This is an optimization exercise on Yosys and OpenROAD, whose aim is small area, not a production implementation.
Only simulation tests tie the RTL to the original design; equivalence was not proved.
Power figures rest on the tool's default switching activity, not on a simulated workload.

===== flow/design.v =====
module rename_stage #(
    parameter int ARCH_REGS = 32,
    parameter int PHYS_REGS = 128,
    parameter int FL_DEPTH  = 128
) (
    input  logic          clk,
    input  logic          reset,
    input  logic          valid_in,
    output logic          ready_in,
    input  logic [$clog2(ARCH_REGS)-1:0] rs1,
    input  logic [$clog2(ARCH_REGS)-1:0] rs2,
    input  logic [$clog2(ARCH_REGS)-1:0] rd,
    input  logic          rd_write,
    input  logic [1:0]    fu_in,
    input  logic          is_branch,
    output logic          valid_out,
    input  logic          ready_out,
    output logic [$clog2(PHYS_REGS)-1:0] ps1,
    output logic [$clog2(PHYS_REGS)-1:0] ps2,
    output logic [$clog2(PHYS_REGS)-1:0] pd_new,
    output logic [$clog2(PHYS_REGS)-1:0] pd_old,
    output logic [1:0]    fu_out,
    input  logic          retire_valid,
    input  logic [$clog2(PHYS_REGS)-1:0] retire_pd,
    input  logic          br_resolve,
    input  logic          mispredict
);
    localparam int PW    = $clog2(PHYS_REGS);
    localparam int NFREE = PHYS_REGS - ARCH_REGS;       
    localparam int SW    = $clog2(NFREE);                
    function automatic logic [SW:0] ptr_inc(input logic [SW:0] p);
        logic [SW:0] r;
        r = p + 1'b1;
        if (p[SW-1:0] == SW'(NFREE - 1)) r = {~p[SW], {SW{1'b0}}};
        ptr_inc = r;
    endfunction
    logic [PW-1:0] map_q      [1:ARCH_REGS-1];
    logic [PW-1:0] map_d      [1:ARCH_REGS-1];
    logic [PW-1:0] ckpt_map_q [1:ARCH_REGS-1];
    logic [PW-1:0] fl_q       [NFREE];
    logic [SW:0]   rd_ptr_q, rd_ptr_d, wr_ptr_q, ckpt_rd_ptr_q;
    logic          fl_wrapped_q;    
    logic          ckpt_valid_q, ckpt_take_q;
    logic          pw_valid_q;      
    logic [$clog2(ARCH_REGS)-1:0] pw_idx_q;
    logic          ckpt_pw_valid_q;
    logic [$clog2(ARCH_REGS)-1:0] ckpt_pw_idx_q;
    logic [PW-1:0] ckpt_pw_val_q;
    logic          valid_out_q;
    logic [PW-1:0] ps1_q, ps2_q, pd_new_q, pd_old_q;
    logic [1:0]    fu_out_q;
    logic          alloc, fl_empty, restore, ready, accept, do_retire;
    logic          head_written;
    logic [PW-1:0] head, pd_alloc;
    function automatic logic [PW-1:0] map_rd(input logic [$clog2(ARCH_REGS)-1:0] a);
        logic [PW-1:0] v;
        v = '0;
        for (int i = 1; i < ARCH_REGS; i++)
            if (a == i) v = map_q[i];
        if (pw_valid_q && a == pw_idx_q) v = pd_new_q;
        map_rd = v;
    endfunction
    assign alloc     = rd_write && (rd != '0);
    assign fl_empty  = (wr_ptr_q == rd_ptr_q);
    assign restore   = br_resolve && mispredict;
    assign ready     = (!valid_out_q || ready_out) && !(alloc && fl_empty) &&
                       !(is_branch && ckpt_valid_q) && !restore;
    assign accept    = valid_in && ready;
    assign do_retire = retire_valid && (retire_pd != '0);
    assign head_written = fl_wrapped_q || (rd_ptr_q[SW-1:0] < wr_ptr_q[SW-1:0]);
    assign head      = head_written ? fl_q[rd_ptr_q[SW-1:0]]
                                    : PW'(rd_ptr_q[SW-1:0]) + PW'(ARCH_REGS);
    assign pd_alloc  = alloc ? head : '0;
    assign ready_in  = ready;
    assign valid_out = valid_out_q;
    assign ps1       = ps1_q;
    assign ps2       = ps2_q;
    assign pd_new    = pd_new_q;
    assign pd_old    = pd_old_q;
    assign fu_out    = fu_out_q;
    always_comb begin
        for (int i = 1; i < ARCH_REGS; i++)
            map_d[i] = (pw_valid_q && pw_idx_q == i) ? pd_new_q : map_q[i];
        rd_ptr_d = (accept && alloc) ? ptr_inc(rd_ptr_q) : rd_ptr_q;
    end
    always_ff @(posedge clk or posedge reset) begin
        if (reset) begin
            for (int i = 1; i < ARCH_REGS; i++) map_q[i] <= PW'(i);
            rd_ptr_q <= '0;
        end else if (restore) begin
            for (int i = 1; i < ARCH_REGS; i++) map_q[i] <= ckpt_map_q[i];
            rd_ptr_q <= ckpt_rd_ptr_q;
        end else begin
            for (int i = 1; i < ARCH_REGS; i++) map_q[i] <= map_d[i];
            rd_ptr_q <= rd_ptr_d;
        end
    end
    always_ff @(posedge clk or posedge reset) begin
        if (reset) begin
            ckpt_valid_q <= 1'b0;
        end else if (accept && is_branch) begin
            ckpt_valid_q <= 1'b1;
        end else if (br_resolve) begin
            ckpt_valid_q <= 1'b0;
        end
    end
    always_ff @(posedge clk or posedge reset) begin
        if (reset) begin
            ckpt_take_q <= 1'b0;
            pw_valid_q  <= 1'b0;
        end else begin
            ckpt_take_q <= accept && is_branch;
            pw_valid_q  <= restore ? ckpt_pw_valid_q : accept && alloc;
        end
    end
    always_ff @(posedge clk) pw_idx_q <= restore ? ckpt_pw_idx_q : rd;
    always_ff @(posedge clk) begin
        if (ckpt_take_q) begin
            for (int i = 1; i < ARCH_REGS; i++) ckpt_map_q[i] <= map_q[i];
            ckpt_pw_valid_q <= pw_valid_q;
            ckpt_pw_idx_q   <= pw_idx_q;
            ckpt_pw_val_q   <= pd_new_q;
            ckpt_rd_ptr_q <= rd_ptr_q;
        end
    end
    always_ff @(posedge clk or posedge reset) begin
        if (reset) begin
            wr_ptr_q     <= {1'b1, {SW{1'b0}}};
            fl_wrapped_q <= 1'b0;
        end else if (do_retire) begin
            wr_ptr_q <= ptr_inc(wr_ptr_q);
            if (wr_ptr_q[SW-1:0] == SW'(NFREE - 1)) fl_wrapped_q <= 1'b1;
        end
    end
    always_ff @(posedge clk) begin
        for (int i = 0; i < NFREE; i++)
            if (do_retire && wr_ptr_q[SW-1:0] == SW'(i)) fl_q[i] <= retire_pd;
    end
    always_ff @(posedge clk or posedge reset) begin
        if (reset) begin
            valid_out_q <= 1'b0;
        end else if (restore) begin
            valid_out_q <= 1'b0;
        end else if (accept) begin
            valid_out_q <= 1'b1;
        end else if (ready_out) begin
            valid_out_q <= 1'b0;
        end
    end
    always_ff @(posedge clk) begin
        if (accept) begin
            ps1_q    <= map_rd(rs1);
            ps2_q    <= map_rd(rs2);
            pd_old_q <= map_rd(rd);
            fu_out_q <= fu_in;
        end
        if (restore)     pd_new_q <= ckpt_pw_val_q;
        else if (accept) pd_new_q <= pd_alloc;
    end
endmodule

===== flow/flow/run.sh =====
#!/bin/bash
set -euo pipefail
here=$PWD
cfg() { sed -n "s/^export $1 = //p" config.mk; }
args="-sink_clustering_enable -repair_clock_nets -dont_use_dummy_load"
[[ -n "$(cfg CTS_BUF_LIST)" ]] && args="$args -buf_list {$(cfg CTS_BUF_LIST)}"
[[ -n "$(cfg CTS_CLUSTER_SIZE)" ]] && args="$args -sink_clustering_size $(cfg CTS_CLUSTER_SIZE)"
[[ -n "$(cfg CTS_CLUSTER_DIAMETER)" ]] && args="$args -sink_clustering_max_diameter $(cfg CTS_CLUSTER_DIAMETER)"
export CTS_ARGS="$args"
export FLOW_ABC_SCRIPT=$here/flow/area.abc
export FLOW_SYNTH_TCL=$here/synth_recipe.tcl
# Port buffers: the smallest buffer; repair_design sizes or buffers behind it as needed.
export BUFFER_PORTS_ARGS="-buffer_cell sky130_fd_sc_hd__buf_1"
echo "CTS_ARGS=$CTS_ARGS" > cts_args.log
bash standard.sh SYNTH_SCRIPT=$here/flow/synth.tcl finish > standard_flow.log 2>&1

===== flow/flow/area.abc =====
strash
&get -n
&deepsyn -T 60
&dch -f
&nf -R 1000
&put
topo
stime -c

===== flow/flow/synth.tcl =====
# The standard synthesis (synth_recipe.tcl, unchanged), except that ABC maps
# the combinational logic with flow/area.abc: deeper area-oriented logic
# optimisation and mapping, and no buffering or sizing (placement repairs
# those). Flip-flops are mapped by dfflibmap before ABC runs, as usual.
proc abc {args} {
  set i [lsearch -exact $args -script]
  if {$i >= 0} {
    set args [lreplace $args [expr {$i + 1}] [expr {$i + 1}] $::env(FLOW_ABC_SCRIPT)]
  }
  yosys abc {*}$args
}
source $::env(FLOW_SYNTH_TCL)

===== flow/standard.sh =====
#!/bin/bash
# synth_recipe.tcl (not shown) runs the flow's synth.tcl, then flattens the netlist and writes it again
# the make line also repeats each setting of config.mk as NAME=value (left out here)
make -C /OpenROAD-flow-scripts/flow DESIGN_CONFIG=/design/flow/config.mk WORK_HOME=/design/flow/orfs CLKGATE_MAP_FILE= SYNTH_SCRIPT=/design/flow/synth_recipe.tcl "${@:-finish}"

===== flow/config.mk =====
export PLATFORM = sky130hd
export DESIGN_NAME = rename_stage
export DESIGN_NICKNAME = rename_stage
export VERILOG_FILES = /design/flow/design.v
export SDC_FILE = /design/flow/constraint.sdc
export NUM_CORES = 4
export LEC_CHECK = 0
export ABC_AREA = 1
export CAP_MARGIN = 20
export CORE_MARGIN = 2
export CORE_UTILIZATION = 58
export CTS_BUF_LIST = sky130_fd_sc_hd__clkbuf_2 sky130_fd_sc_hd__clkbuf_4
export CTS_CLUSTER_DIAMETER = 35
export CTS_CLUSTER_SIZE = 8
export GPL_TIMING_DRIVEN = 0
export SLEW_MARGIN = 20

===== flow/constraint.sdc =====
create_clock -name core_clock -period 6.5 [get_ports {clk}]
set_input_delay 1.3000 -clock core_clock [delete_from_list [all_inputs] [get_ports {clk}]]
set_output_delay 1.3000 -clock core_clock [all_outputs]
set_load 0.01 [all_outputs]

==> summary.txt <==
Status: no timing/DRC/antenna violations
CP delay by family, top: simple AND/OR/NAND/NOR gates
Yosys warning count: 5
CP max FO: 11
DRC Markers: 0
Ys async rst share: 20.1%
Critical path class: primary input to primary output
Overflow after GRT: 0
Number of port buffers: 64
Die Area: 0.0833 mm2
Detailed Routing Iterations Pass 1: 10
Initial antenna violation count: 16
Final #Nets: 3,754
Post-DR wirelength/cell: 40.4 um
Total power per unit cell area: 304 mW/mm2
Number of distinct library cells after synthesis: 54
Routed Wire Length: 193,000 um
Avg Inst Size Synth: 13.8 um2
Design Power: 15.5 mW
CTS H-tree depth: 4
Skew-Pair Late Insertion Delay: 1180 ps
Hold Fails Final Rpt: 0
CP Cell Sequence: buf_1 -> or2_0 -> o21ai_1 -> nor3_1 -> a2111oi_0 -> buf_1
RSZ-0062 raised after global routing: no
Number of core rows: 104
Clk sinks: 1,183
GRT Total Usage: 46.5%
Commonest non-fill, non-tap cell in the layout: edfxtp_1
Hold buffer count at cts: 0
Tightest Pin Transition: 1330 ps
Dpl hpwl: 135,000 um
Setup crit end kind: primary output
Routed vias/inst: 7.75
Min Hold Slack: 196 ps
Clock buffer depth: 3
Final Slew Violations: 0
Setup TNS: 0 ps
Vias in the first global route: 35,200
Placed Cells: 4,579
Fmax achieved: 165 MHz
CP required: 5200 ps
Worst-path clk slew: 70 ps
Inserted Clock Buffers: 181
Post-CTS Setup Bufs: 0
Crit start category: primary input
Fin area: 0.0511 mm2
Core Footprint: 0.0803 mm2
Final core occ: 63.6%
Vias post-DR: 37,100
Synth Flop Type: edfxtp_1
Synthesized instance count: 3,405
Hold Crit Class: primary input to asynchronous set/reset pin
Max_slew headroom: 10.9%
Dominant cell type by count on the critical path: buf_1
Register area share after synthesis: 73.2%
CP max-delay cell: or2_0
Max cap viols: 0
Part of the cycle the worst path needs: 93.3%
Most frequent cells in the layout: edfxtp_1 (940), nor2_1 (446), o21ai_0 (347), nand2_1 (315), a22oi_1 (198)
Initial core utilization: 58.5%
Detail Route Antenna Nets: 0
Final setup viols: 0
CTS resizes: 0
DP Area: 0.0496 mm2
Layout cells sized above 1: 10.4%
Global-route wire length before repair: 266,000 um
Max stage delay on crit path: 920 ps
Largest net degree at the start of global routing: 87
Worst EP arrival: 4760 ps
Min Tclk post-route: 6060 ps
CTS tree: yes
Layout area overhead: 8.81%
DIE HEIGHT: 289 um
R2r setup slk: 1080 ps
Syn_nets: 3,454
EDFF count, synth: 940
Die width: 289 um
Ports: 65
Max IR drop VDD: 0.276 mV
Bufs and invs on worst path: 2
Worst clock skew: 134 ps
Starting DRT DRC Count: 7,596
Final Wtd Congestion: 1.06
Synthesized flop and latch total: 1,183
Leakage: 16.5 nW
Place WS: -81.2 ps
Cell Area, Synth: 0.0470 mm2
Final WS setup: 435 ps
Post-route insts no fill: 4,781
Root buffer cell: clkbuf_4
## layer usage
metal	up-vias	global-route usage, %	routed length, um
met4	6	34.4	17900
met5	-	0	47
met2	3775	72.1	88200
met3	945	12.8	24600
met1	18000	56.2	62400
li1	14400	-	-
## cell type report
type | count | area [um2]
Sequential cell | 1183 | 34400
Fill cell | 5771 | 29200
Multi-Input combinational cell | 2202 | 12700
Clock buffer | 181 | 1360
Tap cell | 1060 | 1330
Timing Repair Buffer | 117 | 1180
Inverter | 20 | 80.1
Antenna cell | 18 | 45.0
## cell families after synthesis
kind of cell	after synthesis	synth area share [%]
flops	1183	73.2
simple gates	1087	10.1
compound gates	1081	15.8
buf+inv	20	0.160
xor+xnor	16	0.298
fa+ha+maj	16	0.426
mux	2	0.0426
## where the power goes
group | internal [mW] | switching (mW) | leakage (nW)
combinational | 0.570 | 1.52 | 4.44
sequential | 8.87 | 0.914 | 11.3
clock | 1.27 | 2.40 | 0.833
total | 10.7 | 4.83 | 16.5
## Yosys cell counts, types with 57 or more instances
master      n  area share, %
a222oi_1  157            3.3
nand3_1    57           0.61
dfstp_2    81            4.5
nand4_1    98            1.3
nor2_1    475            3.8
nand2_1   316            2.5
a221oi_1   63            1.2
edfxtp_1  940             60
a21oi_1   158            1.7
dfrtp_1   157            8.4
a22o_1     60            1.1
o21ai_0   349            3.7
a22oi_1   198            3.2
## worst paths after layout
| kind | start | end | cells past startpoint |
|---|---|---|---|
| max reg2reg | rd_ptr_q[0] | pd_new_q[4] | 11 |
| min reg2reg | ckpt_rd_ptr_q[4] | rd_ptr_q[4] | 2 |
| min | reset | ckpt_take_q | 2 |
| max in group asynchronous | reset | map_q[30][2] | 4 |
| min in group core_clock | fu_in[1] | fu_out_q[1] | 1 |
| max | rd[0] | ready_in | 6 |
## state kept, by name, summed over array words and instances, names as in the netlist, 7 cells and up
register and cells:
fl_q 672, ckpt_map_q 217, map_q 217, ckpt_rd_ptr_q 8
rd_ptr_q 8, wr_ptr_q 8, ckpt_pw_val_q 7, pd_new_q 7
pd_old_q 7, ps1_q 7, ps2_q 7
## worst register-to-register path, cell delays in order, from the launching register on
cell      delay [ps]
dfrtp_1          510
clkinv_1         200
ha_1             300
nand2_1          580
nor2_1           440
a222oi_1         600
nand4_1          240
nor4_1           640
nand4_1          390
nor4_1           710
a21boi_0         280
a221o_1          310

afterwards: timing with drivers on the ports:
Ports are ideal in the flow. The routed layout listed here was re-timed in OpenROAD.
Step 1: set_driving_cell puts a clkbuf_16 on clk and a buf_2 on each other input, an assumption about the parent block.
Step 2, shift: input delay + t, output delay - t, t = (earliest + latest rising clock arrival at the registers) / 2. This alone moves slack from input paths to output paths.
a / b / c = ideal ports / drivers / drivers and shift; a / b = the first two.
t (ns): 1.163
slack for setup (ns): 0.435 / 0.401 / -0.095
hold slack, ns: 0.196 / 0.154 / 0.451
latest minus earliest clock arrival (ns): 0.182 / 0.183
pins driven straight from the clock port: 1
With both steps, setup timing fails in this run, where it was met with ideal ports. For this run, drivers alone change the setup slack by -0.034 ns; drivers and shift together by -0.530 ns.
